From an optimization exercise on the open Yosys and OpenROAD flow, aimed at small area, a short achievable clock period and few clock cycles per item; shortcuts taken in it are not production practice. Function was checked by simulation only, so behaviour that the tests miss may differ from the original. Power and IR drop assume default switching activity.

**config.mk**
```make
export PLATFORM = sky130hd
export DESIGN_NAME = rv_multicycle_core
export DESIGN_NICKNAME = rv_multicycle_core
export VERILOG_FILES = /design/flow/design.v
export SDC_FILE = /design/flow/constraint.sdc
export NUM_CORES = 4
export LEC_CHECK = 0
export CAP_MARGIN = 20
export CELL_PAD_IN_SITES_DETAIL_PLACEMENT = 2
export CELL_PAD_IN_SITES_GLOBAL_PLACEMENT = 2
export CORE_MARGIN = 2
export CORE_UTILIZATION = 30
export SETUP_SLACK_MARGIN = 2.5
export SLEW_MARGIN = 20
```
**constraint.sdc**
```tcl
create_clock -name core_clock -period 7.0 [get_ports {clk}]
set_input_delay 1.4000 -clock core_clock [delete_from_list [all_inputs] [get_ports {clk}]]
set_output_delay 1.4000 -clock core_clock [all_outputs]
set_load 0.01 [all_outputs]
```
**design.v**
```verilog
module rv_multicycle_core #(
  parameter int unsigned     XLEN     = 32,
  parameter int unsigned     NREGS    = 32,
  parameter logic [XLEN-1:0] PC_RESET = '0
) (
  input  logic            clk,
  input  logic            reset,
  output logic            imem_req,
  output logic [XLEN-1:0] imem_addr,
  input  logic            imem_rvalid,
  input  logic [31:0]     imem_rdata,
  input  logic [4:0]      dbg_addr,
  output logic [XLEN-1:0] dbg_data,
  output logic            retire,
  output logic            zero_f,
  output logic            halt
);
  localparam logic [6:0] OPC_R = 7'b0110011;
  localparam logic [6:0] OPC_I = 7'b0010011;
  logic        req_q;
  logic [29:0] pc_q;
  logic        acc;
  assign imem_req  = req_q;
  assign imem_addr = {pc_q, 2'b00};
  assign acc       = req_q & imem_rvalid;
  logic [31:0] w;
  logic [4:0]  w_rs1, w_rs2;
  logic [2:0]  w_f3;
  logic        w_is_r, w_legal;
  assign w      = imem_rdata;
  assign w_rs1  = w[19:15];
  assign w_rs2  = w[24:20];
  assign w_f3   = w[14:12];
  assign w_is_r = w[5];
  always_comb begin
    w_legal = 1'b0;
    if (w[6:0] == OPC_R)
      w_legal = (w[31:25] == 7'b0000000) ||
                (w[31:25] == 7'b0100000 && (w_f3 == 3'b000 || w_f3 == 3'b101));
    else if (w[6:0] == OPC_I) begin
      if (w_f3 == 3'b001)      w_legal = (w[31:25] == 7'b0000000);
      else if (w_f3 == 3'b101) w_legal = (w[31:25] == 7'b0000000) || (w[31:25] == 7'b0100000);
      else                     w_legal = 1'b1;
    end
  end
  logic [31:0] regs [1:31];
  logic [31:0] rs1_val, rs2_val;
  logic [31:1] sel1, sel2, seld;
  always_comb begin
    rs1_val  = '0;
    rs2_val  = '0;
    dbg_data = '0;
    for (int i = 1; i < 32; i++) begin
      sel1[i]  = (w_rs1 == 5'(i));
      sel2[i]  = (w_rs2 == 5'(i));
      seld[i]  = (dbg_addr == 5'(i));
      rs1_val  = rs1_val  | (regs[i] & {32{sel1[i]}});
      rs2_val  = rs2_val  | (regs[i] & {32{sel2[i]}});
      dbg_data = dbg_data | (regs[i] & {32{seld[i]}});
    end
  end
  logic        ex_v;
  logic [31:0] op_a, op_b;
  logic [4:0]  ex_rd;
  logic        ex_sub, ex_sra, ex_left;
  logic        s_add, s_sll, s_slt, s_sltu, s_xor, s_sr, s_or, s_and;
  logic [31:0] alu;
  logic        fwd1, fwd2;
  assign fwd1 = ex_v && (ex_rd == w_rs1) && (w_rs1 != 5'd0);
  assign fwd2 = ex_v && (ex_rd == w_rs2) && (w_rs2 != 5'd0);
  logic [33:0] sum;
  logic        lt_s, lt_u;
  assign sum  = {1'b0, op_a, 1'b1} + {1'b0, op_b ^ {32{ex_sub}}, ex_sub};
  assign lt_u = ~sum[33];
  assign lt_s = (op_a[31] != op_b[31]) ? op_a[31] : sum[32];
  logic [31:0] sh_in, sh_out, sh_rev;
  always_comb
    for (int i = 0; i < 32; i++) sh_in[i] = ex_left ? op_a[31-i] : op_a[i];
  assign sh_out = 32'($signed({ex_sra & op_a[31], sh_in}) >>> op_b[4:0]);
  always_comb
    for (int i = 0; i < 32; i++) sh_rev[i] = sh_out[31-i];
  assign alu = ({32{s_add}} & sum[32:1])
             | ({32{s_sll}} & sh_rev)
             | ({32{s_sr }} & sh_out)
             | ({32{s_xor}} & (op_a ^ op_b))
             | ({32{s_or }} & (op_a | op_b))
             | ({32{s_and}} & (op_a & op_b))
             | {31'd0, (s_slt & lt_s) | (s_sltu & lt_u)};
  always_ff @(posedge clk) begin
    op_a    <= fwd1 ? alu : rs1_val;
    op_b    <= w_is_r ? (fwd2 ? alu : rs2_val) : {{20{w[31]}}, w[31:20]};
    ex_rd   <= w[11:7];
    ex_sub  <= (w[30] & w_is_r) | (w_f3[2:1] == 2'b01);
    ex_sra  <= w[30];
    ex_left <= ~w_f3[2];
    s_add   <= (w_f3 == 3'b000);
    s_sll   <= (w_f3 == 3'b001);
    s_slt   <= (w_f3 == 3'b010);
    s_sltu  <= (w_f3 == 3'b011);
    s_xor   <= (w_f3 == 3'b100);
    s_sr    <= (w_f3 == 3'b101);
    s_or    <= (w_f3 == 3'b110);
    s_and   <= (w_f3 == 3'b111);
    zero_f  <= (alu == 32'd0);
  end
  logic [31:0] wdata;
  logic [31:1] wen;
  assign wdata = alu & {32{reset}};
  always_comb
    for (int i = 1; i < 32; i++) wen[i] = (ex_v && ex_rd == 5'(i)) || !reset;
  always_ff @(posedge clk)
    for (int i = 1; i < 32; i++) if (wen[i]) regs[i] <= wdata;
  always_ff @(posedge clk or negedge reset) begin
    if (!reset) begin
      req_q  <= 1'b0;
      pc_q   <= '0;
      ex_v   <= 1'b0;
      retire <= 1'b0;
      halt   <= 1'b0;
    end else begin
      retire <= ex_v;
      ex_v   <= acc & w_legal;
      if (acc) pc_q <= pc_q + 30'd1;
      if (acc & ~w_legal) halt <= 1'b1;
      req_q  <= ~(halt | (acc & ~w_legal));
    end
  end
endmodule
```
**run.sh**
```bash
#!/bin/bash
# synth_recipe.tcl (not shown) runs the flow's synth.tcl, then flattens the netlist and writes it again
# the make line also repeats each setting of config.mk as NAME=value (left out here)
make -C /OpenROAD-flow-scripts/flow DESIGN_CONFIG=/design/flow/config.mk WORK_HOME=/design/flow/orfs CLKGATE_MAP_FILE= SYNTH_SCRIPT=/design/flow/synth_recipe.tcl finish
```
==> tab_implementation.tex, run 1 <==
\begin{tabular}{lr}
\hline
Metric & Value \\
\hline
\multicolumn{2}{l}{\textbf{Synthesis}} \\
Post-synth EDFFs & just under 1000 \\
Post-synthesis register bit count & around 1100 \\
Number of different library cells in the post-synthesis netlist & 87 \\
Gate count of the mapped netlist & roughly 4800 \\
Most used flip-flop cell after synthesis & edfxtp\_1 \\
Warnings from Yosys & 2 \\
Mean instance size in the synthesized netlist & roughly 12 um2 \\
Async SR Flop Fraction & between 3 and 4\% \\
Sequential fraction of the synthesis area & 55.8\% \\
Combined area of all synthesized cells & about 0.058 mm2 \\
\multicolumn{2}{l}{\textbf{CTS}} \\
CTS tree & done \\
Total CTS buffers & $\sim$130 \\
Clk slew on worst S/H paths & 0.06 ns \\
Total clock sinks & 1107 \\
Clock Root Buffer & clkbuf\_16 \\
Number of hold-repair buffers added at the cts stage & 0 \\
H-tree levels & 4 \\
Skew-Pair Late Insertion Delay & 0.85 ns \\
Deepest clock path buffer count & 3 \\
\multicolumn{2}{l}{\textbf{Floorplanning}} \\
Die footprint & 0.196 mm2 \\
Standard-cell rows & 161 \\
Area of the placeable core & 0.192 mm2 \\
Width of the chip & 443 um \\
Y dimension of the die & 443 um \\
Initial Utilization & between 30 and 40\% \\
Total I/O pin count & 108 \\
\multicolumn{2}{l}{\textbf{Global route}} \\
GRT Util Overall & 43.6\% \\
Vias in the first global route & slightly below 60000 \\
Wire length of the first global-routing pass & between 500000 and 600000 um \\
Pin count of the biggest net entering global routing & 72 \\
Initial antenna violation count & 32 \\
Sum of overflow across all layers after global routing & 0 \\
\multicolumn{2}{l}{\textbf{Pwr}} \\
Total power divided by cell area & 288 mW/mm2 \\
Worst-case vdd ir drop & 272 uV \\
Leak Pwr & roughly 26 nW \\
\multicolumn{2}{l}{\textbf{Worst setup path}} \\
Critical path cell sequence & buf\_12, nand3b\_1, buf\_6, buf\_6, nor2\_4, clkbuf\_16, a222oi\_1, nand3\_1, or4\_4, buf\_6 \\
Crit-path max FO & 8 \\
Number of cells on the worst reg-to-reg path & 9 \\
Maximum single-stage delay on the critical path & 0.66 ns \\
Minimum setup slack among reg-to-reg paths & roughly 2.6 ns \\
CP most frequent cell & buf\_6 \\
Capturing element type of the critical path & primary output \\
Startpoint Class & primary input \\
Critical path data arrival time & approximately 3.6 ns \\
Terminus of the critical flop-to-flop path & regs[24][4] \\
Cell type of the slowest stage on the worst timing path & or4\_4 \\
Worst Setup Path Type & primary input to primary output \\
Startpoint of the worst-slack reg-to-reg timing path & ex\_sub \\
Required arrival time at the worst endpoint & 5.60 ns \\
\multicolumn{2}{l}{\textbf{STA}} \\
Count of endpoints failing hold in the final timing report & 0 \\
Transition time at the pin with the least slew margin & 1.42 ns \\
Skew final & 0.0506 ns \\
Final critical-path required period & 5.01 ns \\
TNS Setup & 0 ns \\
Setup repair after global routing missed its margin & true \\
Final setup violating endpoints & 0 \\
Total count of max-transition violations in the final report & 0 \\
Fin crit share & a little under three quarters \\
Normalized max-slew margin & approximately 5\% \\
Highest clock frequency the design can meet & 200 MHz \\
\multicolumn{2}{l}{\textbf{Hold path}} \\
Hold wc startpoint & pc\_q[29] \\
Hold path endpoint & pc\_q[29] \\
Number of instances on the worst hold path & 1 \\
Hold/Removal Path Class & flop to flop \\
\multicolumn{2}{l}{\textbf{Route}} \\
Wire length reported by the detailed router & 446000 um \\
1st-iter DRT viols & 14225 \\
Count of nets left with antenna violations after detail routing & 0 \\
Via density per instance & between 7 and 8 \\
Via total after detailed routing & between 60000 and 70000 \\
WL per Instance & 56.6 um \\
Pre-antenna DRT Iters & 14 \\
DRC errors left & 0 \\
\multicolumn{2}{l}{\textbf{Job}} \\
Number of max-capacitance violations reported & 0 \\
\multicolumn{2}{l}{\textbf{Placement}} \\
Placed cells & 7350 \\
Placer's final routability congestion estimate & 1.02 \\
Post-placement cell area & roughly 0.065 mm2 \\
Half-perimeter wire length of the detailed placement result & 266000 um \\
Port-buffer cells & 105 \\
\multicolumn{2}{l}{\textbf{Status}} \\
Status & complete, no violations \\
\multicolumn{2}{l}{\textbf{Final layout}} \\
Final std cells w/o fill & approximately 7900 \\
Post-route standard cell area excluding fillers & 0.0740 mm2 \\
Layout cells sized above 1 & 23.6\% \\
Fin nets & 5344 \\
Commonest non-fill, non-tap cell in the layout & edfxtp\_1 \\
Synth-to-Final Area Change & 28.0\% \\
Most frequent cells in the layout & edfxtp\_1, a22oi\_1, buf\_4, a22o\_1, a221oi\_1 \\
\hline
\end{tabular}
[power by group]
part	switching (mW)	leakage, nW	total, mW	internal, mW
clock	3.19	2.11	7.19	4.00
combinational	3.22	12.7	4.64	1.41
sequential	1.16	11.3	9.49	8.33
[state kept, by name, summed over array words and instances, names as in the netlist, 5 cells and up]
| register | flops |
|---|---|
| pc_q | 30 |
| ex_rd | 5 |
| op_b | 32 |
| regs | 992 |
| op_a | 32 |
[area by class of cell]
type                       count  area, um2
antenna                       29       72.6
clock buffer                 160       3510
clock inverter                80        838
fill                       19359     118000
inverter                      91        345
multi-input combinational   3184      25900
sequential                  1107      32300
tap                         2526       3160
timing repair buffer         691       7870
[routing by layer]
metal / track usage (%) / wire (um)
met2: 60.6 / 177000
met3: 21.3 / 69400
met4: 34.2 / 46300
met1: 50.6 / 152000
met5: 2.27 / 830
[how the worst max path moves through the flow]
stage               slack, ns  depth (start not counted)   startpoint      endpoint
floorplan                2.54                          7  dbg_addr[3]   dbg_data[4]
global placement         0.65                          9  dbg_addr[0]   dbg_data[8]
detailed placement       0.68                          9  dbg_addr[0]   dbg_data[8]
CTS                      2.11                         11  dbg_addr[2]  dbg_data[22]
global route             1.99                         10  dbg_addr[3]  dbg_data[20]
finish                   1.99                         10  dbg_addr[3]  dbg_data[20]
[worst max-delay path: cells and delay by family]
family	cells	cell delay, ns
and+or+nand+nor	4	1.11
buffers and inverters	5	0.74
AOI/OAI and AO/OA	1	0.34
[kinds of logic (layout without fill, tap and decap cells)]
| family | count (synthesis) | in the layout | synth area share, % |
|---|---|---|---|
| xor+xnor | 90 | 90 | 1.38 |
| fa+ha+maj | 97 | 97 | 2.10 |
| mux | 114 | 114 | 3.00 |
| simple gates | 1025 | 1027 | 9.20 |
| compound gates | 1854 | 1854 | 25.2 |
| buf+inv | 489 | 1022 | 3.29 |
| other cells | 1 | 31 | 0.00649 |
| flops | 1107 | 1107 | 55.8 |
[metrics by stage]
step	utilization [%]	total power [mW]	setup slack, ns	hold slack (ns)
final	38.5	21.3	1.99	0.486
after global routing	38.5	21.6	1.99	0.498
after CTS	37.8	20.8	2.11	0.483
after detailed placement	33.8	13.6	0.681	0.470
after global placement	33.7	13.5	0.649	0.466
after floorplan	-	11.0	2.54	0.474
[synthesized netlist by cell type (all sizes together), types with 10 or more instances]
| library cell | n | area, um2 |
|---|---|---|
| inv | 90 | 338 |
| buf | 61 | 293 |
| mux2 | 27 | 319 |
| nand4 | 186 | 1160 |
| a21o | 17 | 128 |
| nor4 | 19 | 138 |
| or3 | 15 | 93.8 |
| a21oi | 107 | 536 |
| nand2b | 23 | 144 |
| a211oi | 16 | 120 |
| nor3 | 71 | 355 |
| o221ai | 11 | 96.3 |
| nor2 | 200 | 751 |
| a221oi | 348 | 3070 |
| mux2i | 48 | 493 |
| clkbuf | 337 | 1260 |
| ha | 97 | 1210 |
| or4 | 48 | 360 |
| nand3b | 12 | 90.1 |
| and2 | 24 | 150 |
| o211ai | 27 | 203 |
| and3 | 16 | 100 |
| dfrtp | 34 | 851 |
| nand3 | 196 | 981 |
| xnor2 | 35 | 314 |
| a22oi | 692 | 5190 |
| a222oi | 97 | 971 |
| a22o | 334 | 2930 |
| nand2 | 161 | 604 |
| o21ai | 116 | 581 |
| xor2 | 55 | 482 |
| mux4 | 39 | 923 |
| nor2b | 26 | 163 |
| edfxtp | 992 | 29800 |
| dfxtp | 81 | 1620 |
| o22ai | 10 | 62.6 |
[timing repair]
item,CTS,global route
setup buffers,166,55
resized for setup,440,114
cloned,19,5
endpoints found under the setup margin,778,383
pin swaps,127,99
Testbench counts, summed over its fixed seeds: cycles 4,589, instrs 3,200.
==> run 2, diff against run 1 <==
--- a/design.v
+++ b/design.v
@@ -79,13 +79,22 @@
   assign sh_out = 32'($signed({ex_sra & op_a[31], sh_in}) >>> op_b[4:0]);
   always_comb
     for (int i = 0; i < 32; i++) sh_rev[i] = sh_out[31-i];
-  assign alu = ({32{s_add}} & sum[32:1])
-             | ({32{s_sll}} & sh_rev)
-             | ({32{s_sr }} & sh_out)
-             | ({32{s_xor}} & (op_a ^ op_b))
-             | ({32{s_or }} & (op_a | op_b))
-             | ({32{s_and}} & (op_a & op_b))
-             | {31'd0, (s_slt & lt_s) | (s_sltu & lt_u)};
+  logic g_add, g_sll, g_slt, g_sltu, g_xor, g_sr, g_or, g_and;
+  assign g_add  = s_add  & reset;
+  assign g_sll  = s_sll  & reset;
+  assign g_slt  = s_slt  & reset;
+  assign g_sltu = s_sltu & reset;
+  assign g_xor  = s_xor  & reset;
+  assign g_sr   = s_sr   & reset;
+  assign g_or   = s_or   & reset;
+  assign g_and  = s_and  & reset;
+  assign alu = ({32{g_add}} & sum[32:1])
+             | ({32{g_sll}} & sh_rev)
+             | ({32{g_sr }} & sh_out)
+             | ({32{g_xor}} & (op_a ^ op_b))
+             | ({32{g_or }} & (op_a | op_b))
+             | ({32{g_and}} & (op_a & op_b))
+             | {31'd0, (g_slt & lt_s) | (g_sltu & lt_u)};
   always_ff @(posedge clk) begin
     op_a    <= fwd1 ? alu : rs1_val;
     op_b    <= w_is_r ? (fwd2 ? alu : rs2_val) : {{20{w[31]}}, w[31:20]};
@@ -103,13 +112,11 @@
     s_and   <= (w_f3 == 3'b111);
     zero_f  <= (alu == 32'd0);
   end
-  logic [31:0] wdata;
   logic [31:1] wen;
-  assign wdata = alu & {32{reset}};
   always_comb
     for (int i = 1; i < 32; i++) wen[i] = (ex_v && ex_rd == 5'(i)) || !reset;
   always_ff @(posedge clk)
-    for (int i = 1; i < 32; i++) if (wen[i]) regs[i] <= wdata;
+    for (int i = 1; i < 32; i++) if (wen[i]) regs[i] <= alu;
   always_ff @(posedge clk or negedge reset) begin
     if (!reset) begin
       req_q  <= 1'b0;
--- a/config.mk
+++ b/config.mk
@@ -9,6 +9,8 @@
 export CELL_PAD_IN_SITES_DETAIL_PLACEMENT = 2
 export CELL_PAD_IN_SITES_GLOBAL_PLACEMENT = 2
 export CORE_MARGIN = 2
-export CORE_UTILIZATION = 30
-export SETUP_SLACK_MARGIN = 2.5
+export CORE_UTILIZATION = 40
+export CTS_CLUSTER_DIAMETER = 60
+export CTS_CLUSTER_SIZE = 30
+export SETUP_SLACK_MARGIN = 2.3
 export SLEW_MARGIN = 20
==> run 2 against run 1 <==
Compared with the run above: the layout now fails its checks (capacitance limit, slew limit); global-route usage rose by 14 points; critical endpoint is now dbg_data[26]; clock power down 7.2%; core utilization up 12 points; sequential cell count unchanged; highest routed layer unchanged; first-iteration DRC count up 17%; clock skew increased by 0.019 ns; routed wire length decreased by 2.1%; count of clock-buffer cells in the layout is 52 lower; cell count down 8.6%; register-to-register slack got worse by 0.37 ns; sequential power increased by 2.3%; via count rose by 4.5%.
==> tab_implementation.tex, run 2 <==
\begin{tabular}{lr}
\hline
Metric & Value \\
\hline
\multicolumn{2}{l}{\textbf{Worst setup path}} \\
Capturing element type of the critical path & primary output (unchanged) \\
Startpoint of the most critical setup path & dbg\_addr[2] (was dbg\_addr[3]) \\
Required arrival time at the worst endpoint & 5.60 ns (about the same) \\
Crit-path max FO & 8 (unchanged) \\
Startpoint of the worst-slack reg-to-reg timing path & op\_a[31] (was ex\_sub) \\
Critical path data arrival time & 3.62 ns (was 3.61 ns) \\
Worst Setup Path Type & primary input to primary output (unchanged) \\
Startpoint Class & primary input (unchanged) \\
\multicolumn{2}{l}{\textbf{Final layout}} \\
Largest register FFs & 992 (unchanged) \\
Fill cells & 13585 (was 19359) \\
Area used by sequential logic in the layout & 0.0323 mm2 (about the same) \\
Synth-to-Final Area Change & 25.6\% (was 28.0\%) \\
Final core area utilization & 50.5\% (was 38.5\%) \\
Layout cells sized above 1 & 23.4\% (was 23.6\%) \\
Total area of multi-input combinational cells & 0.0258 mm2 (was 0.0259 mm2) \\
Post-route standard cell area excluding fillers & 0.0723 mm2 (was 0.0740 mm2) \\
Largest registers in the final layout & regs x992, op\_a x32, op\_b x32 (unchanged) \\
Fin nets & 5261 (was 5344) \\
Most frequent cells in the layout & edfxtp\_1, a22oi\_1, buf\_4, a22o\_1, a221oi\_1 (unchanged) \\
Commonest non-fill, non-tap cell in the layout & edfxtp\_1 (unchanged) \\
Top reg by flops & regs (unchanged) \\
\multicolumn{2}{l}{\textbf{Synthesis}} \\
Area leader, netlist & edfxtp\_1 (unchanged) \\
Gate count of the mapped netlist & 4752 (was 4777) \\
Mean instance size in the synthesized netlist & 12.1 um2 (about the same) \\
Warnings from Yosys & 2 (unchanged) \\
Main area contributors after synthesis & edfxtp\_1, a22oi\_1, a221oi\_1 (unchanged) \\
Fraction of synthesized cell area taken by the top area cell type & 51.8\% (was 51.5\%) \\
Number of different library cells in the post-synthesis netlist & 83 (was 87) \\
Leading cell type by number of instances after synthesis & edfxtp\_1 (unchanged) \\
Commonest cells in the netlist & edfxtp\_1, a22oi\_1, clkbuf\_1 (was edfxtp\_1, a22oi\_1, a221oi\_1) \\
Async SR Flop Fraction & 3.07\% (unchanged) \\
Post-synthesis register bit count & 1107 (unchanged) \\
Combined area of all synthesized cells & 0.0576 mm2 (was 0.0578 mm2) \\
Most used flip-flop cell after synthesis & edfxtp\_1 (unchanged) \\
Post-synth EDFFs & 992 (unchanged) \\
Sequential fraction of the synthesis area & 56.1\% (was 55.8\%) \\
\multicolumn{2}{l}{\textbf{Status}} \\
Checks failing in the layout checks & capacitance limit, slew limit \\
Status & finished with violations (was complete, no violations) \\
\multicolumn{2}{l}{\textbf{Global route}} \\
GRT Util Overall & 57.1\% (was 43.6\%) \\
Initial antenna violation count & 44 (was 32) \\
Wire length of the first global-routing pass & 564000 um (was 576000 um) \\
Vias in the first global route & 60725 (was 59303) \\
Sum of overflow across all layers after global routing & 0 (unchanged) \\
Pin count of the biggest net entering global routing & 42 (was 72) \\
\multicolumn{2}{l}{\textbf{STA}} \\
Setup repair after global routing missed its margin & true (unchanged) \\
Skew final & 0.0698 ns (was 0.0506 ns) \\
Total count of max-transition violations in the final report & 6 (was 0) \\
Fin crit share & 71.8\% (was 71.5\%) \\
TNS Setup & 0 ns (unchanged) \\
Highest clock frequency the design can meet & 199 MHz (was 200 MHz) \\
Normalized max-slew margin & -67.6\% (was 5.12\%) \\
Count of endpoints failing hold in the final timing report & 0 (unchanged) \\
Final setup violating endpoints & 0 (unchanged) \\
Transition time at the pin with the least slew margin & 2.51 ns (was 1.42 ns) \\
Final critical-path required period & 5.02 ns (was 5.01 ns) \\
\multicolumn{2}{l}{\textbf{CTS}} \\
Deepest clock path buffer count & 3 (unchanged) \\
Clk slew on worst S/H paths & 0.07 ns (was 0.06 ns) \\
H-tree levels & 3 (was 4) \\
Total CTS buffers & 106 (was 132) \\
CTS tree & done (unchanged) \\
Clock Root Buffer & clkbuf\_16 (unchanged) \\
Number of hold-repair buffers added at the cts stage & 0 (unchanged) \\
Total clock sinks & 1107 (unchanged) \\
Skew-Pair Late Insertion Delay & 0.82 ns (was 0.85 ns) \\
\multicolumn{2}{l}{\textbf{Floorplanning}} \\
Total I/O pin count & 108 (unchanged) \\
Width of the chip & 383 um (was 443 um) \\
Initial Utilization & 40.2\% (was 30.1\%) \\
Y dimension of the die & 383 um (was 443 um) \\
Standard-cell rows & 139 (was 161) \\
Area of the placeable core & 0.143 mm2 (was 0.192 mm2) \\
Die footprint & 0.147 mm2 (was 0.196 mm2) \\
\multicolumn{2}{l}{\textbf{Hold path}} \\
Hold/Removal Path Class & flop to flop (unchanged) \\
Hold wc startpoint & pc\_q[29] (unchanged) \\
\multicolumn{2}{l}{\textbf{Pwr}} \\
Leak Pwr & 25.5 nW (was 26.2 nW) \\
Worst-case vdd ir drop & 321 uV (was 272 uV) \\
Total power divided by cell area & 292 mW/mm2 (was 288 mW/mm2) \\
\multicolumn{2}{l}{\textbf{Placement}} \\
Port-buffer cells & 105 (unchanged) \\
Placer's final routability congestion estimate & 1.04 (was 1.02) \\
Post-placement cell area & 0.0636 mm2 (was 0.0649 mm2) \\
Half-perimeter wire length of the detailed placement result & 254000 um (was 266000 um) \\
\multicolumn{2}{l}{\textbf{Route}} \\
Pre-antenna DRT Iters & 15 (was 14) \\
WL per Instance & 60.7 um (was 56.6 um) \\
DRC errors left & 0 (unchanged) \\
Via density per instance & 9.04 (was 7.90) \\
Via total after detailed routing & 64965 (was 62147) \\
1st-iter DRT viols & 16596 (was 14225) \\
Wire length reported by the detailed router & 436000 um (was 446000 um) \\
Count of nets left with antenna violations after detail routing & 0 (unchanged) \\
\multicolumn{2}{l}{\textbf{Job}} \\
Number of max-capacitance violations reported & 1 (was 0) \\
\hline
\end{tabular}
run 2: logic make-up (layout without fill, tap and decap cells):
logic type               Yosys count  after routing  synth area share [%]
other                              1             71               0.00652
flip-flops                      1107           1107                  56.1
AO/OA/AOI/OAI                   1876           1877                  25.6
XOR/XNOR                          86             86                  1.31
AND/OR/NAND/NOR                  993            994                  8.94
adder cells (fa/ha/maj)           97             97                  2.11
buffers and inverters            490            952                  3.26
multiplexers                     102            102                  2.70
run 2: where the power goes:
| group | switching, mW | internal (mW) | total, mW |
|---|---|---|---|
| clock network | 3.51 | 3.16 | 6.67 |
| registers | 1.28 | 8.43 | 9.71 |
| logic | 3.31 | 1.43 | 4.73 |
| total | 8.10 | 13.0 | 21.1 |
run 2: layout make-up:
type                       count  area share, %
sequential                  1107           44.6
tap                         1903           3.29
clock buffer                 108           3.68
multi-input combinational   3158           35.7
timing repair buffer         653           10.1
antenna                       69          0.239
clock inverter                93           1.84
inverter                      98          0.516
run 2: worst paths after layout:
kind	end	slack (ns)	cells past startpoint
max	dbg_data[26]	1.98	10
min	pc_q[29]	0.48	1
max reg2reg	zero_f	2.20	10
min reg2reg	pc_q[29]	0.48	1
max in group asynchronous	pc_q[14]	5.64	2
min in group asynchronous	pc_q[29]	1.01	2
run 2: what timing repair did:
item	4_1_cts	5_1_grt
pin swaps	117	72
endpoints found under the setup margin	228	47
resized for setup	468	103
buffers inserted	174	35
gates cloned	11	3
run 2: metrics by stage:
| step | setup WS, ns | cells | power, mW | hold slack, ns |
|---|---|---|---|---|
| floorplan | 2.32 | 4753 | 11.0 | 0.462 |
| global placement | 0.568 | 6684 | 13.5 | 0.464 |
| detailed placement | 0.494 | 6689 | 13.6 | 0.467 |
| CTS | 2.14 | 7075 | 20.3 | 0.480 |
| global route | 2.03 | 7145 | 21.2 | 0.516 |
| finish | 1.98 | 7189 | 21.1 | 0.476 |
run 2: per-layer routing:
layer / vias up / global-route usage [%] / part of all wire [%]
met5: - / 5.20 / 0.30
met4: 51 / 50.0 / 13
met3: 3477 / 34.6 / 18
met2: 8487 / 76.2 / 38
met1: 31866 / 62.8 / 31
li1: 21084 / - / -
run 2: worst max-delay path, stage by stage:
cell	delay (ns)
buf_12	0.10
nand3b_1	0.21
buf_6	0.19
nor2_4	0.13
buf_12	0.19
a22o_1	0.26
a221oi_2	0.26
nand3_1	0.17
or4_4	0.54
buf_6	0.15
Testbench counts of run 2, summed over its fixed seeds: cycles 4,589, instrs 3,200.
==> run 3, diff against run 2 <==
--- a/config.mk
+++ b/config.mk
@@ -12,5 +12,5 @@
 export CORE_UTILIZATION = 40
 export CTS_CLUSTER_DIAMETER = 60
 export CTS_CLUSTER_SIZE = 30
-export SETUP_SLACK_MARGIN = 2.3
+export SETUP_SLACK_MARGIN = 2.0
 export SLEW_MARGIN = 20
==> run 3 against run 2 <==
Compared with the run above: the run now finishes clean; core utilization down 2.0 points; sequential power down 0.7%; synthesized area stayed put; critical path depth fell by 2; die area unchanged; first-iteration DRC count is 8.3% lower.
==> tab_implementation.tex, run 3 <==
\begin{tabular}{lr}
\hline
Metric & Value \\
\hline
\multicolumn{2}{l}{\textbf{Synthesis}} \\
Most used flip-flop cell after synthesis & edfxtp\_1 (unchanged) \\
Mean instance size in the synthesized netlist & 12.1 um2 (unchanged) \\
Warnings from Yosys & 2 (unchanged) \\
Area leader, netlist & edfxtp\_1 (unchanged) \\
Leading cell type by number of instances after synthesis & edfxtp\_1 (unchanged) \\
Combined area of all synthesized cells & 0.0576 mm2 (unchanged) \\
Sequential fraction of the synthesis area & 56.1\% (unchanged) \\
Post-synthesis register bit count & 1107 (unchanged) \\
Async SR Flop Fraction & 3.07\% (unchanged) \\
Post-synth EDFFs & 992 (unchanged) \\
Fraction of synthesized cell area taken by the top area cell type & 51.8\% (unchanged) \\
Commonest cells in the netlist & edfxtp\_1, a22oi\_1, clkbuf\_1 (unchanged) \\
Gate count of the mapped netlist & 4752 (unchanged) \\
Number of different library cells in the post-synthesis netlist & 83 (unchanged) \\
Main area contributors after synthesis & edfxtp\_1, a22oi\_1, a221oi\_1 (unchanged) \\
\multicolumn{2}{l}{\textbf{Global route}} \\
Wire length of the first global-routing pass & 547000 um (was 564000 um) \\
GRT Util Overall & 55.3\% (was 57.1\%) \\
Initial antenna violation count & 33 (was 44) \\
Sum of overflow across all layers after global routing & 0 (unchanged) \\
Pin count of the biggest net entering global routing & 57 (was 42) \\
Vias in the first global route & 59433 (was 60725) \\
\multicolumn{2}{l}{\textbf{Pwr}} \\
Leak Pwr & 24.3 nW (was 25.5 nW) \\
Total power divided by cell area & 296 mW/mm2 (was 292 mW/mm2) \\
Worst-case vdd ir drop & 297 uV (was 321 uV) \\
Total design power & 20.5 mW (was 21.1 mW) \\
\multicolumn{2}{l}{\textbf{Placement}} \\
Worst setup slack after placement & 0.640 ns (was 0.494 ns) \\
Port-buffer cells & 105 (unchanged) \\
Half-perimeter wire length of the detailed placement result & 251000 um (was 254000 um) \\
Placer's final routability congestion estimate & 1.04 (about the same) \\
\multicolumn{2}{l}{\textbf{STA}} \\
Setup repair after global routing missed its margin & true (unchanged) \\
Highest clock frequency the design can meet & 188 MHz (was 199 MHz) \\
Final setup violating endpoints & 0 (unchanged) \\
Count of endpoints failing hold in the final timing report & 0 (unchanged) \\
Transition time at the pin with the least slew margin & 1.39 ns (was 2.51 ns) \\
Skew final & 0.0889 ns (was 0.0698 ns) \\
Total count of max-transition violations in the final report & 0 (was 6) \\
Normalized max-slew margin & 7.56\% (was -67.6\%) \\
Worst setup slack after layout & 1.69 ns (was 1.98 ns) \\
TNS Setup & 0 ns (unchanged) \\
Final critical-path required period & 5.31 ns (was 5.02 ns) \\
Fin crit share & 75.9\% (was 71.8\%) \\
\multicolumn{2}{l}{\textbf{Hold path}} \\
Hold/Removal Path Class & flop to flop (unchanged) \\
\multicolumn{2}{l}{\textbf{Final layout}} \\
Top reg by flops & regs (unchanged) \\
Commonest non-fill, non-tap cell in the layout & edfxtp\_1 (unchanged) \\
Area used by sequential logic in the layout & 0.0323 mm2 (about the same) \\
Largest register FFs & 992 (unchanged) \\
Final core area utilization & 48.5\% (was 50.5\%) \\
Total area of multi-input combinational cells & 0.0251 mm2 (was 0.0258 mm2) \\
Most frequent cells in the layout & edfxtp\_1, a22oi\_1, a22o\_1, buf\_4, a221oi\_1 (was edfxtp\_1, a22oi\_1, buf\_4, a22o\_1, a221oi\_1) \\
Layout cells sized above 1 & 19.1\% (was 23.4\%) \\
Fill cells & 13823 (was 13585) \\
Fin nets & 5129 (was 5261) \\
Synth-to-Final Area Change & 20.6\% (was 25.6\%) \\
Largest registers in the final layout & regs x992, op\_a x32, op\_b x32 (unchanged) \\
\multicolumn{2}{l}{\textbf{Worst setup path}} \\
Startpoint of the most critical setup path & imem\_rdata[15] (was dbg\_addr[2]) \\
Terminus of the critical flop-to-flop path & zero\_f (unchanged) \\
Critical path data arrival time & 5.89 ns (was 3.62 ns) \\
Startpoint Class & primary input (unchanged) \\
Startpoint of the worst-slack reg-to-reg timing path & ex\_sub (was op\_a[31]) \\
Worst Setup Path Type & primary input to flop (was primary input to primary output) \\
Required arrival time at the worst endpoint & 7.57 ns (was 5.60 ns) \\
Number of cells on the worst reg-to-reg path & 12 (was 10) \\
Capturing element type of the critical path & flop (was primary output) \\
Minimum setup slack among reg-to-reg paths & 1.94 ns (was 2.20 ns) \\
Critical path cell sequence & clkdlybuf4s50\_1, nand2\_1, nor2\_4, buf\_4, a22oi\_1, nand3\_1, nor3\_1, a21oi\_1 (was buf\_12, nand3b\_1, buf\_6, nor2\_4, buf\_12, a22o\_1, a221oi\_2, nand3\_1, or4\_4, buf\_6) \\
Cell type of the slowest stage on the worst timing path & nor2\_4 (was or4\_4) \\
Crit-path max FO & 15 (was 8) \\
Maximum single-stage delay on the critical path & 1.26 ns (was 0.54 ns) \\
Critical path endpoint & op\_a[26] (was dbg\_data[26]) \\
\multicolumn{2}{l}{\textbf{Route}} \\
Routed wire length on met2 & 163000 um (was 166000 um) \\
Pre-antenna DRT Iters & 14 (was 15) \\
Count of nets left with antenna violations after detail routing & 0 (unchanged) \\
Met1 Wirelength & 132000 um (was 135000 um) \\
WL per Instance & 59.7 um (was 60.7 um) \\
Via total after detailed routing & 62659 (was 64965) \\
1st-iter DRT viols & 15219 (was 16596) \\
Highest layer used for signal routing & met5 (unchanged) \\
Detailed-routed wire length on met3 & 75100 um (was 78500 um) \\
Via density per instance & 8.92 (was 9.04) \\
Wire length reported by the detailed router & 420000 um (was 436000 um) \\
DRC errors left & 0 (unchanged) \\
\multicolumn{2}{l}{\textbf{Floorplanning}} \\
Y dimension of the die & 383 um (unchanged) \\
Total I/O pin count & 108 (unchanged) \\
Initial Utilization & 40.2\% (unchanged) \\
Area of the placeable core & 0.143 mm2 (unchanged) \\
Standard-cell rows & 139 (unchanged) \\
Width of the chip & 383 um (unchanged) \\
Die footprint & 0.147 mm2 (unchanged) \\
\multicolumn{2}{l}{\textbf{CTS}} \\
H-tree levels & 3 (unchanged) \\
CTS tree & done (unchanged) \\
Total CTS buffers & 102 (was 106) \\
Clock Root Buffer & clkbuf\_16 (unchanged) \\
Skew-Pair Late Insertion Delay & 0.83 ns (was 0.82 ns) \\
Clk slew on worst S/H paths & 0.08 ns (was 0.07 ns) \\
Total clock sinks & 1107 (unchanged) \\
Number of hold-repair buffers added at the cts stage & 0 (unchanged) \\
Deepest clock path buffer count & 3 (unchanged) \\
\multicolumn{2}{l}{\textbf{Status}} \\
Status & complete, no violations (was finished with violations) \\
\multicolumn{2}{l}{\textbf{Job}} \\
Number of max-capacitance violations reported & 0 (was 1) \\
\hline
\end{tabular}
[run 3: cell types whose count changed in the layout (fill, tap and decap cells not counted), moves of 9 or more]
cell,before,now
a221oi_1,284,312
a221oi_2,62,34
a22oi_1,680,696
a22oi_2,25,9
buf_12,117,66
buf_4,351,321
buf_6,83,27
bufinv_16,1,11
clkbuf_2,0,14
diode_2,69,42
ha_1,88,97
inv_16,15,3
[run 3: per-stage QoR]
stage                     hold WS, ns  cell area [um2]  cells
final                           0.489            69400   7026
after global routing            0.523            69300   6986
after CTS                       0.489            68700   6964
after detailed placement        0.477            63400   6682
after global placement          0.463            63400   6680
after floorplan                 0.462            57600   4753
[run 3: final cells by class]
class                   count  area share (%)
flip-flops and latches   1107            46.5
repair buffers            526            7.51
well taps                1903            3.43
inverters                  98           0.534
clock buffers             103            3.68
diodes                     42           0.151
multi-input cells        3157            36.2
clock inverters            90            1.98
[run 3: where the power goes]
| group | internal [mW] | total (mW) | switching, mW |
|---|---|---|---|
| Combinational | 1.22 | 4.31 | 3.08 |
| Clock | 3.31 | 6.59 | 3.27 |
| Sequential | 8.43 | 9.64 | 1.22 |
[run 3: how the worst min path moves through the flow]
stage / start / endpoint / slack [ns] / depth (start not counted)
after detailed placement: pc_q[15] / pc_q[15] / 0.48 / 1
after global placement: pc_q[29] / pc_q[29] / 0.46 / 1
final: pc_q[15] / pc_q[15] / 0.49 / 1
after floorplan: ex_v / retire / 0.46 / 0
after global routing: halt / halt / 0.52 / 1
after CTS: pc_q[15] / pc_q[15] / 0.49 / 1
[run 3: metal layers]
metal	GRT usage, %	vias to the layer above
li1	-	20765
met1	61.6	30926
met2	74.8	7858
met3	32.3	3059
met4	46.1	51
met5	4.32	-
[run 3: cells by family (layout without fill, tap and decap cells)]
group / after synthesis / in the layout / share of synthesized area [%]
compound gates: 1876 / 1876 / 25.6
flops: 1107 / 1107 / 56.1
xor+xnor: 86 / 86 / 1.31
other cells: 1 / 44 / 0.00652
simple gates: 993 / 994 / 8.94
mux: 102 / 102 / 2.70
fa+ha+maj: 97 / 97 / 2.11
buf+inv: 490 / 817 / 3.26
[run 3: what timing repair did]
item | in CTS | in global routing
cloned | 2 | 2
setup buffers | 87 | 9
endpoints found under the setup margin | 249 | 57
resized for setup | 181 | 89
pin swaps | 49 | 31
[run 3: critical path: cells and delay by family]
family	cells	cell delay (ns)
compound gates	2	0.94
simple gates	4	2.13
buf+inv	2	1.37
==> run 4, diff against run 3 <==
--- a/config.mk
+++ b/config.mk
@@ -9,8 +9,8 @@
 export CELL_PAD_IN_SITES_DETAIL_PLACEMENT = 2
 export CELL_PAD_IN_SITES_GLOBAL_PLACEMENT = 2
 export CORE_MARGIN = 2
-export CORE_UTILIZATION = 40
+export CORE_UTILIZATION = 30
 export CTS_CLUSTER_DIAMETER = 60
 export CTS_CLUSTER_SIZE = 30
-export SETUP_SLACK_MARGIN = 2.0
+export SETUP_SLACK_MARGIN = 2.5
 export SLEW_MARGIN = 20
==> run 4 against run 3 <==
Compared with the run above: via count decreased by 0.62%; non-clock buffer count rose by 165; total power increased by 3.1%; hold slack lost 0.0012 ns; maximum frequency increased by 6.4%; design area increased by 6.3%; clock skew rose by 0.014 ns; critical endpoint is now dbg_data[2]; largest cell class unchanged; highest routed layer unchanged.
==> tab_implementation.tex, run 4 <==
\begin{tabular}{lr}
\hline
Metric & Value \\
\hline
\multicolumn{2}{l}{\textbf{Pwr}} \\
Total power divided by cell area & 287 mW/mm2 (was 296 mW/mm2) \\
Leak Pwr & 25.9 nW (was 24.3 nW) \\
Worst-case vdd ir drop & 245 uV (was 297 uV) \\
\multicolumn{2}{l}{\textbf{Synthesis}} \\
Warnings from Yosys & 2 (unchanged) \\
Post-synthesis register bit count & 1107 (unchanged) \\
Sequential fraction of the synthesis area & 56.1\% (unchanged) \\
Fraction of synthesized cell area taken by the top area cell type & 51.8\% (unchanged) \\
Number of different library cells in the post-synthesis netlist & 83 (unchanged) \\
Gate count of the mapped netlist & 4752 (unchanged) \\
Most used flip-flop cell after synthesis & edfxtp\_1 (unchanged) \\
Main area contributors after synthesis & edfxtp\_1, a22oi\_1, a221oi\_1 (unchanged) \\
Leading cell type by number of instances after synthesis & edfxtp\_1 (unchanged) \\
Post-synth EDFFs & 992 (unchanged) \\
Area leader, netlist & edfxtp\_1 (unchanged) \\
Async SR Flop Fraction & 3.07\% (unchanged) \\
Mean instance size in the synthesized netlist & 12.1 um2 (unchanged) \\
Combined area of all synthesized cells & 0.0576 mm2 (unchanged) \\
Commonest cells in the netlist & edfxtp\_1, a22oi\_1, clkbuf\_1 (unchanged) \\
\multicolumn{2}{l}{\textbf{Final layout}} \\
Synth-to-Final Area Change & 28.1\% (was 20.6\%) \\
Most frequent cells in the layout & edfxtp\_1, a22oi\_1, buf\_4, a22o\_1, a221oi\_1 (was edfxtp\_1, a22oi\_1, a22o\_1, buf\_4, a221oi\_1) \\
Top reg by flops & regs (unchanged) \\
Largest register FFs & 992 (unchanged) \\
Largest registers in the final layout & regs x992, op\_a x32, op\_b x32 (unchanged) \\
Commonest non-fill, non-tap cell in the layout & edfxtp\_1 (unchanged) \\
Final std cells w/o fill & 7851 (was 7026) \\
Fin nets & 5305 (was 5129) \\
Layout cells sized above 1 & 24.3\% (was 19.1\%) \\
\multicolumn{2}{l}{\textbf{Floorplanning}} \\
Standard-cell rows & 160 (was 139) \\
Initial Utilization & 30.2\% (was 40.2\%) \\
Total I/O pin count & 108 (unchanged) \\
Y dimension of the die & 442 um (was 383 um) \\
Die footprint & 0.195 mm2 (was 0.147 mm2) \\
Area of the placeable core & 0.190 mm2 (was 0.143 mm2) \\
Width of the chip & 442 um (was 383 um) \\
\multicolumn{2}{l}{\textbf{STA}} \\
Setup repair after global routing missed its margin & true (unchanged) \\
Transition time at the pin with the least slew margin & 1.36 ns (was 1.39 ns) \\
Total count of max-transition violations in the final report & 0 (unchanged) \\
TNS Setup & 0 ns (unchanged) \\
Highest clock frequency the design can meet & 200 MHz (was 188 MHz) \\
Fin crit share & 71.3\% (was 75.9\%) \\
Skew final & 0.103 ns (was 0.0889 ns) \\
Final setup violating endpoints & 0 (unchanged) \\
Normalized max-slew margin & 9.09\% (was 7.56\%) \\
Final critical-path required period & 4.99 ns (was 5.31 ns) \\
Count of endpoints failing hold in the final timing report & 0 (unchanged) \\
\multicolumn{2}{l}{\textbf{Placement}} \\
Placer's final routability congestion estimate & 0.998 (was 1.04) \\
Placed cells & 7296 (was 6682) \\
Port-buffer cells & 105 (unchanged) \\
Half-perimeter wire length of the detailed placement result & 265000 um (was 251000 um) \\
\multicolumn{2}{l}{\textbf{Worst setup path}} \\
Minimum setup slack among reg-to-reg paths & 2.55 ns (was 1.94 ns) \\
Startpoint of the worst-slack reg-to-reg timing path & op\_b[0] (was ex\_sub) \\
Critical path data arrival time & 3.59 ns (was 5.89 ns) \\
Terminus of the critical flop-to-flop path & zero\_f (unchanged) \\
Required arrival time at the worst endpoint & 5.60 ns (was 7.57 ns) \\
Startpoint Class & primary input (unchanged) \\
Crit-path max FO & 8 (was 15) \\
Capturing element type of the critical path & primary output (was flop) \\
Worst Setup Path Type & primary input to primary output (was primary input to flop) \\
Number of cells on the worst reg-to-reg path & 11 (was 12) \\
\multicolumn{2}{l}{\textbf{Global route}} \\
Vias in the first global route & 58331 (was 59433) \\
Sum of overflow across all layers after global routing & 0 (unchanged) \\
Pin count of the biggest net entering global routing & 53 (was 57) \\
Initial antenna violation count & 44 (was 33) \\
GRT Util Overall & 43.6\% (was 55.3\%) \\
Wire length of the first global-routing pass & 576000 um (was 547000 um) \\
\multicolumn{2}{l}{\textbf{Route}} \\
Wire length reported by the detailed router & 449000 um (was 420000 um) \\
Count of nets left with antenna violations after detail routing & 0 (unchanged) \\
1st-iter DRT viols & 13795 (was 15219) \\
Pre-antenna DRT Iters & 12 (was 14) \\
DRC errors left & 0 (unchanged) \\
Via total after detailed routing & 62269 (was 62659) \\
Via density per instance & 7.93 (was 8.92) \\
WL per Instance & 57.2 um (was 59.7 um) \\
\multicolumn{2}{l}{\textbf{Hold path}} \\
Hold/Removal Path Class & flop to flop (unchanged) \\
Hold wc startpoint & pc\_q[29] (was pc\_q[15]) \\
Hold path endpoint & pc\_q[29] (was pc\_q[15]) \\
Number of instances on the worst hold path & 1 (unchanged) \\
\multicolumn{2}{l}{\textbf{CTS}} \\
Total CTS buffers & 109 (was 102) \\
Skew-Pair Late Insertion Delay & 0.87 ns (was 0.83 ns) \\
H-tree levels & 3 (unchanged) \\
Deepest clock path buffer count & 3 (unchanged) \\
Total clock sinks & 1107 (unchanged) \\
Clock Root Buffer & clkbuf\_16 (unchanged) \\
Clk slew on worst S/H paths & 0.07 ns (was 0.08 ns) \\
CTS tree & done (unchanged) \\
\multicolumn{2}{l}{\textbf{Job}} \\
Number of max-capacitance violations reported & 0 (unchanged) \\
\multicolumn{2}{l}{\textbf{Status}} \\
Status & complete, no violations (unchanged) \\
\hline
\end{tabular}
-- run 4: area by class of cell --
class	instances	area [um2]
fillers	19118	117000
flip-flops and latches	1107	32300
multi-input cells	3161	25800
repair buffers	691	7740
well taps	2511	3140
clock buffers	112	2780
clock inverters	94	1390
inverters	98	378
diodes	77	193
-- run 4: per-stage QoR --
step | hold slack (ns) | cell area [um2] | util, % | worst slack [ns] | power, mW
4_1_cts | 0.492 | 71900 | 37.8 | 2.12 | 20.7
6_report | 0.488 | 73700 | 38.7 | 2.01 | 21.2
5_1_grt | 0.503 | 73500 | 38.6 | 2.03 | 21.4
2_1_floorplan | 0.462 | 57600 | - | 2.52 | 11.0
3_3_place_gp | 0.467 | 64300 | 33.7 | 0.410 | 13.6
3_5_place_dp | 0.477 | 64400 | 33.8 | 0.506 | 13.6
-- run 4: critical path, cell delays in order --
cell and delay, ns:
buf_12 0.12, or3b_4 0.44, buf_12 0.16, nor2_4 0.49, buf_12 0.27, buf_4 0.15
buf_12 0.11, a22oi_1 0.06, nand4_1 0.12, or3_4 0.16, buf_6 0.11
-- run 4: worst max-delay path by stage --
| stage | start | end | slack [ns] | depth (start not counted) |
|---|---|---|---|---|
| global route | dbg_addr[2] | dbg_data[27] | 2.03 | 11 |
| global placement | dbg_addr[0] | dbg_data[30] | 0.41 | 8 |
| floorplan | op_b[1] | op_b[0] | 2.52 | 16 |
| detailed placement | dbg_addr[1] | dbg_data[22] | 0.51 | 8 |
| CTS | dbg_addr[2] | dbg_data[4] | 2.12 | 10 |
| finish | dbg_addr[4] | dbg_data[2] | 2.01 | 11 |
-- run 4: logic make-up (layout without fill, tap and decap cells) --
group | count (synthesis) | in the layout | share of synthesized area (%)
compound gates | 1876 | 1878 | 25.6
flops | 1107 | 1107 | 56.1
simple gates | 993 | 996 | 8.94
buf+inv | 490 | 995 | 3.26
mux | 102 | 102 | 2.70
fa+ha+maj | 97 | 97 | 2.11
xor+xnor | 86 | 86 | 1.31
other cells | 1 | 79 | 0.00652
-- run 4: power breakdown --
group	leakage, nW	switching [mW]	internal [mW]
clock	2.00	3.43	3.43
combinational	12.5	3.20	1.38
sequential	11.3	1.30	8.43
total	25.9	7.92	13.2
-- run 4: routing by layer --
layer,global-route usage (%),vias to the layer above,part of all wire (%)
met5,1.51,-,0.14
met4,34.6,36,10
met3,19.8,2479,15
met2,61.3,7092,40
met1,51.1,31456,34
li1,-,21206,-
-- run 4: what timing repair did --
item,CTS,global route
endpoints found under the setup margin,374,69
gates resized for setup,466,118
cloned,17,11
buffers inserted,167,71
hold buffers,0,0
pin swaps,146,101
==> run 5, diff against run 4 <==
--- a/config.mk
+++ b/config.mk
@@ -14,3 +14,4 @@
 export CTS_CLUSTER_SIZE = 30
 export SETUP_SLACK_MARGIN = 2.5
 export SLEW_MARGIN = 20
+export TNS_END_PERCENT = 30
==> run 5 against run 4 <==
Compared with the run above: critical path depth decreased by 1; sequential share of layout area increased by 0.46 points; design area decreased by 1.0%; die area unchanged; sequential cell count unchanged; global-route usage unchanged; routed wire length decreased by 0.73%; cell count decreased by 0.71%; total power decreased by 0.27%; register-to-register slack got worse by 0.17 ns; critical path type unchanged; largest power group unchanged.
==> tab_implementation.tex, run 5 <==
\begin{tabular}{lr}
\hline
Metric & Value \\
\hline
\multicolumn{2}{l}{\textbf{Synthesis}} \\
Commonest cells in the netlist & edfxtp\_1, a22oi\_1, clkbuf\_1 (unchanged) \\
Sequential fraction of the synthesis area & 56.1\% (unchanged) \\
Post-synth EDFFs & 992 (unchanged) \\
Async SR Flop Fraction & 3.07\% (unchanged) \\
Gate count of the mapped netlist & 4752 (unchanged) \\
Combined area of all synthesized cells & 0.0576 mm2 (unchanged) \\
Fraction of synthesized cell area taken by the top area cell type & 51.8\% (unchanged) \\
Post-synthesis register bit count & 1107 (unchanged) \\
Area leader, netlist & edfxtp\_1 (unchanged) \\
Mean instance size in the synthesized netlist & 12.1 um2 (unchanged) \\
Number of different library cells in the post-synthesis netlist & 83 (unchanged) \\
Most used flip-flop cell after synthesis & edfxtp\_1 (unchanged) \\
Leading cell type by number of instances after synthesis & edfxtp\_1 (unchanged) \\
Warnings from Yosys & 2 (unchanged) \\
Main area contributors after synthesis & edfxtp\_1, a22oi\_1, a221oi\_1 (unchanged) \\
\multicolumn{2}{l}{\textbf{Pwr}} \\
Fraction of power consumed by the clock network & 32.5\% (was 32.4\%) \\
Worst-case vdd ir drop & 243 uV (was 245 uV) \\
Part of the power in combinational logic & 21.5\% (was 21.6\%) \\
Internal & 13.2 mW (about the same) \\
Proportion of total power due to net switching & 37.4\% (about the same) \\
Net switching power & 7.90 mW (was 7.92 mW) \\
Leak Pwr & 25.5 nW (was 25.9 nW) \\
Register share of total power & 46.0\% (was 45.9\%) \\
Total power divided by cell area & 289 mW/mm2 (was 287 mW/mm2) \\
\multicolumn{2}{l}{\textbf{Final layout}} \\
Largest register FFs & 992 (unchanged) \\
Commonest non-fill, non-tap cell in the layout & edfxtp\_1 (unchanged) \\
Top reg by flops & regs (unchanged) \\
Layout cells sized above 1 & 23.2\% (was 24.3\%) \\
Final core area utilization & 38.3\% (was 38.7\%) \\
Final std cells w/o fill & 7795 (was 7851) \\
Synth-to-Final Area Change & 26.8\% (was 28.1\%) \\
Largest registers in the final layout & regs x992, op\_a x32, op\_b x32 (unchanged) \\
Most frequent cells in the layout & edfxtp\_1, a22oi\_1, buf\_4, a22o\_1, a221oi\_1 (unchanged) \\
Fin nets & 5266 (was 5305) \\
\multicolumn{2}{l}{\textbf{Route}} \\
WL per Instance & 57.2 um (about the same) \\
1st-iter DRT viols & 13497 (was 13795) \\
Via total after detailed routing & 62285 (was 62269) \\
Via density per instance & 7.99 (was 7.93) \\
DRC errors left & 0 (unchanged) \\
Pre-antenna DRT Iters & 14 (was 12) \\
Wire length reported by the detailed router & 446000 um (was 449000 um) \\
Count of nets left with antenna violations after detail routing & 0 (unchanged) \\
\multicolumn{2}{l}{\textbf{STA}} \\
TNS Setup & 0 ns (unchanged) \\
Skew final & 0.101 ns (was 0.103 ns) \\
Count of endpoints failing hold in the final timing report & 0 (unchanged) \\
Highest clock frequency the design can meet & 200 MHz (about the same) \\
Fin crit share & 71.5\% (was 71.3\%) \\
Worst setup slack after layout & 2.00 ns (was 2.01 ns) \\
Final setup violating endpoints & 0 (unchanged) \\
Normalized max-slew margin & 10.4\% (was 9.09\%) \\
Final critical-path required period & 5.00 ns (was 4.99 ns) \\
Transition time at the pin with the least slew margin & 1.34 ns (was 1.36 ns) \\
Total count of max-transition violations in the final report & 0 (unchanged) \\
Setup repair after global routing missed its margin & true (unchanged) \\
\multicolumn{2}{l}{\textbf{CTS}} \\
Total clock sinks & 1107 (unchanged) \\
Clk slew on worst S/H paths & 0.07 ns (about the same) \\
Clock Root Buffer & clkbuf\_16 (unchanged) \\
Deepest clock path buffer count & 3 (unchanged) \\
Total CTS buffers & 109 (unchanged) \\
CTS tree & done (unchanged) \\
Number of hold-repair buffers added at the cts stage & 0 (unchanged) \\
H-tree levels & 3 (unchanged) \\
Skew-Pair Late Insertion Delay & 0.87 ns (about the same) \\
\multicolumn{2}{l}{\textbf{Job}} \\
Number of max-capacitance violations reported & 0 (unchanged) \\
\multicolumn{2}{l}{\textbf{Floorplanning}} \\
Total I/O pin count & 108 (unchanged) \\
Width of the chip & 442 um (unchanged) \\
Die footprint & 0.195 mm2 (unchanged) \\
Standard-cell rows & 160 (unchanged) \\
Y dimension of the die & 442 um (unchanged) \\
Initial Utilization & 30.2\% (unchanged) \\
Area of the placeable core & 0.190 mm2 (unchanged) \\
\multicolumn{2}{l}{\textbf{Global route}} \\
Pin count of the biggest net entering global routing & 53 (unchanged) \\
Initial antenna violation count & 47 (was 44) \\
Sum of overflow across all layers after global routing & 0 (unchanged) \\
GRT Util Overall & 43.6\% (unchanged) \\
Wire length of the first global-routing pass & 576000 um (unchanged) \\
Vias in the first global route & 58331 (unchanged) \\
\multicolumn{2}{l}{\textbf{Worst setup path}} \\
Critical path data arrival time & 3.60 ns (was 3.59 ns) \\
Crit-path max FO & 8 (unchanged) \\
Capturing element type of the critical path & primary output (unchanged) \\
Required arrival time at the worst endpoint & 5.60 ns (about the same) \\
Worst Setup Path Type & primary input to primary output (unchanged) \\
Startpoint Class & primary input (unchanged) \\
\multicolumn{2}{l}{\textbf{Placement}} \\
Port-buffer cells & 105 (unchanged) \\
Worst setup slack after placement & 0.506 ns (unchanged) \\
Placed cells & 7296 (unchanged) \\
Placer's final routability congestion estimate & 0.998 (unchanged) \\
Half-perimeter wire length of the detailed placement result & 265000 um (unchanged) \\
\multicolumn{2}{l}{\textbf{Hold path}} \\
Hold/Removal Path Class & flop to flop (unchanged) \\
\multicolumn{2}{l}{\textbf{Status}} \\
Status & complete, no violations (unchanged) \\
\hline
\end{tabular}
[run 5: cell counts after synthesis]
No cell type changed its count.
[run 5: logic make-up (layout without fill, tap and decap cells)]
kind of cell / count (synthesis) / count (layout) / synth area share (%)
AOI/OAI and AO/OA: 1876 / 1878 / 25.6
xor gates and xnor gates: 86 / 86 / 1.31
adders and majority gates: 97 / 97 / 2.11
buffers and inverters: 490 / 957 / 3.26
DFF: 1107 / 1107 / 56.1
muxes: 102 / 102 / 2.70
other: 1 / 62 / 0.00652
and+or+nand+nor: 993 / 995 / 8.94
[run 5: layer usage]
metal	routed length [um]	GRT usage, %	up-vias
met5	695	1.51	-
met4	46000	34.6	34
met3	68500	19.8	2570
met2	180000	61.3	7239
met1	151000	51.1	31354
li1	-	-	21088
[run 5: power groups by stage]
stage	combinational, mW	clock (mW)	sequential, mW
detailed placement	3.91	0	9.69
floorplan	1.96	0	9.08
global placement	3.85	0	9.73
global route	4.61	7.06	9.69
CTS	4.28	6.86	9.57
finish	4.54	6.85	9.72
[run 5: worst max-delay path, cell delays in order]
cell	delay, ns
buf_12	0.11
or3b_4	0.44
buf_12	0.16
nor2_4	0.44
bufbuf_16	0.39
buf_4	0.12
a221oi_2	0.05
nand4_1	0.12
or3_4	0.23
buf_6	0.13
[run 5: cell type report]
cell class	count	area, um2
Sequential cell	1107	32300
Fill cell	19174	117000
Clock buffer	112	2780
Clock inverter	94	1390
Tap cell	2511	3140
Multi-Input combinational cell	3160	25700
Timing Repair Buffer	653	7160
Antenna cell	60	150
Inverter	98	375
[run 5: per-stage QoR]
stage | power, mW | hold WS, ns | area [um2]
floorplan | 11.0 | 0.462 | 57600
global placement | 13.6 | 0.467 | 64300
detailed placement | 13.6 | 0.477 | 64400
CTS | 20.7 | 0.492 | 71900
global route | 21.4 | 0.503 | 72800
finish | 21.1 | 0.488 | 73000
[run 5: final timing paths]
check | startpoint | slack, ns | cells past startpoint | endpoint
setup / recovery | dbg_addr[4] | 2.00 | 10 | dbg_data[30]
min in group asynchronous | reset | 0.94 | 2 | pc_q[27]
hold / removal | pc_q[29] | 0.49 | 1 | pc_q[29]
max in group asynchronous | reset | 5.71 | 2 | pc_q[5]
hold reg to reg | pc_q[29] | 0.49 | 1 | pc_q[29]
setup reg to reg | ex_sub | 2.38 | 15 | zero_f
[run 5: timing repair]
| action | CTS | global route |
|---|---|---|
| gates cloned | 17 | 4 |
| pin swaps | 146 | 62 |
| gates resized for setup | 466 | 64 |
| buffers inserted | 167 | 39 |
| setup endpoints to repair | 374 | 69 |
==> run 6, diff against run 5 <==
==> flow/run.sh (new file) <==
#!/bin/bash
# The standard layout (standard.sh) with one change: clock tree synthesis runs without
# dummy loads. Everything else, synthesis included, is the standard flow with config.mk's knobs.
set -euo pipefail
cat >> config.mk <<'EOT'
export CTS_ARGS = -sink_clustering_enable -repair_clock_nets -sink_clustering_size 30 -sink_clustering_max_diameter 60 -dont_use_dummy_load
EOT
bash standard.sh > standard.log 2>&1
==> standard.sh (new file) <==
#!/bin/bash
# synth_recipe.tcl (not shown) runs the flow's synth.tcl, then flattens the netlist and writes it again
# the make line also repeats each setting of config.mk as NAME=value (left out here)
make -C /OpenROAD-flow-scripts/flow DESIGN_CONFIG=/design/flow/config.mk WORK_HOME=/design/flow/orfs CLKGATE_MAP_FILE= SYNTH_SCRIPT=/design/flow/synth_recipe.tcl "${@:-finish}"
--- a/config.mk
+++ b/config.mk
@@ -10,8 +10,6 @@
 export CELL_PAD_IN_SITES_GLOBAL_PLACEMENT = 2
 export CORE_MARGIN = 2
 export CORE_UTILIZATION = 30
-export CTS_CLUSTER_DIAMETER = 60
-export CTS_CLUSTER_SIZE = 30
 export SETUP_SLACK_MARGIN = 2.5
 export SLEW_MARGIN = 20
-export TNS_END_PERCENT = 30
+export CTS_ARGS = -sink_clustering_enable -repair_clock_nets -sink_clustering_size 30 -sink_clustering_max_diameter 60 -dont_use_dummy_load
removed: run.sh
==> run 6 against run 5 <==
Compared with the run above: critical path depth is 1 higher; worst setup slack better by 0.013 ns; now fails the layout checks on capacitance limit, slew limit; total power is 7.0% lower; critical endpoint is now dbg_data[5]; routed wire length is 0.82% higher.
==> tab_implementation.tex, run 6 <==
\begin{tabular}{lr}
\hline
Metric & Value \\
\hline
\multicolumn{2}{l}{\textbf{Status}} \\
Status & finished with violations (was complete, no violations) \\
Checks failing in the layout checks & capacitance limit, slew limit \\
\multicolumn{2}{l}{\textbf{STA}} \\
Setup repair after global routing missed its margin & true (unchanged) \\
Highest clock frequency the design can meet & 200 MHz (about the same) \\
Total count of max-transition violations in the final report & 5 (was 0) \\
Skew final & 0.151 ns (was 0.101 ns) \\
Fin crit share & 71.3\% (was 71.5\%) \\
Final setup violating endpoints & 0 (unchanged) \\
Count of endpoints failing hold in the final timing report & 0 (unchanged) \\
Transition time at the pin with the least slew margin & 1.66 ns (was 1.34 ns) \\
Normalized max-slew margin & -10.4\% (was 10.4\%) \\
\multicolumn{2}{l}{\textbf{Placement}} \\
Post-placement cell area & 0.0644 mm2 (unchanged) \\
Placer's final routability congestion estimate & 0.998 (unchanged) \\
Half-perimeter wire length of the detailed placement result & 265000 um (unchanged) \\
Placed cells & 7296 (unchanged) \\
\multicolumn{2}{l}{\textbf{Global route}} \\
Pin count of the biggest net entering global routing & 53 (unchanged) \\
Wire length of the first global-routing pass & 578000 um (was 576000 um) \\
Initial antenna violation count & 47 (unchanged) \\
Vias in the first global route & 58514 (was 58331) \\
GRT Util Overall & 43.8\% (was 43.6\%) \\
\multicolumn{2}{l}{\textbf{CTS}} \\
Skew-Pair Late Insertion Delay & 0.86 ns (was 0.87 ns) \\
Deepest clock path buffer count & 3 (unchanged) \\
Total CTS buffers & 109 (unchanged) \\
Clk slew on worst S/H paths & 0.06 ns (was 0.07 ns) \\
H-tree levels & 3 (unchanged) \\
Clock Root Buffer & clkbuf\_16 (unchanged) \\
Total clock sinks & 1107 (unchanged) \\
\multicolumn{2}{l}{\textbf{Worst setup path}} \\
Combined buffer and inverter count along the critical path & 5 (unchanged) \\
Worst Setup Path Type & primary input to primary output (unchanged) \\
Crit-path max FO & 10 (was 8) \\
Critical path data arrival time & 3.59 ns (was 3.60 ns) \\
Capturing element type of the critical path & primary output (unchanged) \\
Cell type of the slowest stage on the worst timing path & or3\_4 (was or3b\_4) \\
Maximum single-stage delay on the critical path & 0.45 ns (was 0.44 ns) \\
\multicolumn{2}{l}{\textbf{Final layout}} \\
Total area of multi-input combinational cells & 0.0259 mm2 (was 0.0257 mm2) \\
Fin nets & 5309 (was 5266) \\
Top reg by flops & regs (unchanged) \\
Most frequent cells in the layout & edfxtp\_1, a22oi\_1, buf\_4, a22o\_1, a221oi\_1 (unchanged) \\
Final core area utilization & 38.0\% (was 38.3\%) \\
Largest registers in the final layout & regs x992, op\_a x32, op\_b x32 (unchanged) \\
Post-route standard cell area excluding fillers & 0.0723 mm2 (was 0.0730 mm2) \\
Largest register FFs & 992 (unchanged) \\
Fill cells & 19244 (was 19174) \\
\multicolumn{2}{l}{\textbf{Route}} \\
Via density per instance & 8.07 (was 7.99) \\
DRC errors left & 0 (unchanged) \\
WL per Instance & 58.1 um (was 57.2 um) \\
Count of nets left with antenna violations after detail routing & 0 (unchanged) \\
1st-iter DRT viols & 14205 (was 13497) \\
\multicolumn{2}{l}{\textbf{Synthesis}} \\
Commonest cells in the netlist & edfxtp\_1, a22oi\_1, clkbuf\_1 (unchanged) \\
Gate count of the mapped netlist & 4752 (unchanged) \\
Async SR Flop Fraction & 3.07\% (unchanged) \\
Area leader, netlist & edfxtp\_1 (unchanged) \\
Warnings from Yosys & 2 (unchanged) \\
Fraction of synthesized cell area taken by the top area cell type & 51.8\% (unchanged) \\
Post-synthesis register bit count & 1107 (unchanged) \\
Post-synth EDFFs & 992 (unchanged) \\
Main area contributors after synthesis & edfxtp\_1, a22oi\_1, a221oi\_1 (unchanged) \\
Combined area of all synthesized cells & 0.0576 mm2 (unchanged) \\
\multicolumn{2}{l}{\textbf{Pwr}} \\
Part of the power in combinational logic & 23.5\% (was 21.5\%) \\
Total design power & 19.6 mW (was 21.1 mW) \\
Total power divided by cell area & 271 mW/mm2 (was 289 mW/mm2) \\
Internal & 12.5 mW (was 13.2 mW) \\
Fraction of power consumed by the clock network & 26.9\% (was 32.5\%) \\
Proportion of total power due to net switching & 36.1\% (was 37.4\%) \\
Leak Pwr & 25.2 nW (was 25.5 nW) \\
Net switching power & 7.09 mW (was 7.90 mW) \\
\multicolumn{2}{l}{\textbf{Floorplanning}} \\
Y dimension of the die & 442 um (unchanged) \\
Width of the chip & 442 um (unchanged) \\
Standard-cell rows & 160 (unchanged) \\
Area of the placeable core & 0.190 mm2 (unchanged) \\
\multicolumn{2}{l}{\textbf{Job}} \\
Number of max-capacitance violations reported & 1 (was 0) \\
\hline
\end{tabular}
run 6: cell types whose count changed in the layout (fill, tap and decap cells not counted), sizes merged, moves of 5 or more:
| cell | delta |
|---|---|
| clkinv | -43 |
| inv | -42 |
| buf | +38 |
| bufinv | -7 |
| diode | -5 |
run 6: worst register-to-register path, stage by stage (launching register included):
cell and delay [ns]:
dfxtp_2 0.40, buf_6 0.39, mux4_2 0.42, mux2_2 0.32, a221oi_4 0.37, a221o_1 0.39
o211ai_1 0.20, a221o_2 0.45, or4_4 0.64, nor4_2 0.24, nand4_1 0.18, nor4_4 0.32
run 6: cells by family (layout without fill, tap and decap cells):
kind of cell	count (synthesis)	after routing	synth area share, %
AND/OR/NAND/NOR	993	996	8.94
buffers and inverters	490	902	3.26
multiplexers	102	102	2.70
adder cells (fa/ha/maj)	97	97	2.11
other	1	57	0.00652
flip-flops	1107	1107	56.1
AO/OA/AOI/OAI	1876	1878	25.6
XOR/XNOR	86	86	1.31
run 6: final cells by class:
class	instances	area share (%)
Sequential cell	1107	44.6
Multi-Input combinational cell	3161	35.8
Timing Repair Buffer	695	10.7
Tap cell	2511	4.35
Clock buffer	109	3.77
Inverter	98	0.528
Antenna cell	55	0.190
run 6: final timing paths:
kind,from,to,slack [ns],cells after the start
max,dbg_addr[4],dbg_data[5],2.01,11
min,halt,halt,0.48,1
max reg2reg,op_b[3],zero_f,2.54,11
min reg2reg,halt,halt,0.48,1
max in group asynchronous,reset,pc_q[26],5.60,2
min in group asynchronous,reset,pc_q[23],1.04,2
run 6: per-stage QoR:
step	hold WS [ns]	setup WS [ns]
global placement	0.467	0.410
detailed placement	0.477	0.506
CTS	0.488	2.11
floorplan	0.462	2.52
global route	0.498	2.02
finish	0.483	2.01
run 6: what timing repair did:
action / in CTS / in global routing
setup buffers: 186 / 59
pin swaps: 150 / 75
gates cloned: 22 / 4
setup endpoints to repair: 334 / 87
hold buffers: 0 / 0
gates resized for setup: 511 / 98
run 6: layer usage:
metal	vias up	GRT usage (%)	routed length (um)	part of all wire, %
met5	-	1.59	768	0.17
met4	59	35.2	48200	11
met3	2704	19.9	69500	15
met2	7197	61.3	178000	40
met1	31422	51.4	153000	34
li1	21050	-	-	-
run 6: power groups by stage:
stage / clock network (mW) / logic, mW / registers, mW
finish: 5.28 / 4.62 / 9.73
global route: 5.44 / 4.69 / 9.70
CTS: 5.27 / 4.25 / 9.58
detailed placement: 0 / 3.91 / 9.69
global placement: 0 / 3.85 / 9.73
floorplan: 0 / 1.96 / 9.08

[static timing again, ports no longer ideal]
No port has a modelled driver above. Below, the same layouts with a new extraction and two added sets of constraints.
Step 1: set_driving_cell puts a clkbuf_16 on clk and a buf_2 on each other input, an assumption about the parent block.
Step 2 moves the port delays by t, midway between the first and last clock arrival at a register: inputs arrive t later, outputs are due t later. That takes back most of the time a late clock gives input paths.
Slacks: ideal / step 1 / step 2; pairs: ideal / step 1.
run | t (ns) | setup slack, ns | worst hold slack (ns)
run 1 | 0.921 | 1.993 / 1.922 / 1.588 | 0.486 / 0.486 / 0.486
run 2 | 0.875 | 1.975 / 1.901 / 1.187 | 0.476 / 0.476 / 0.476
run 3 | 0.866 | 1.688 / 1.754 / 0.888 | 0.489 / 0.489 / 0.489
run 4 | 0.905 | 2.010 / 1.933 / 1.502 | 0.488 / 0.488 / 0.488
run 5 | 0.909 | 1.995 / 1.902 / 1.216 | 0.488 / 0.488 / 0.488
run 6 | 0.865 | 2.008 / 1.878 / 1.534 | 0.483 / 0.483 / 0.483
For run 3, which loses most, drivers alone change the setup slack by +0.066 ns; drivers and shift together by -0.800 ns.
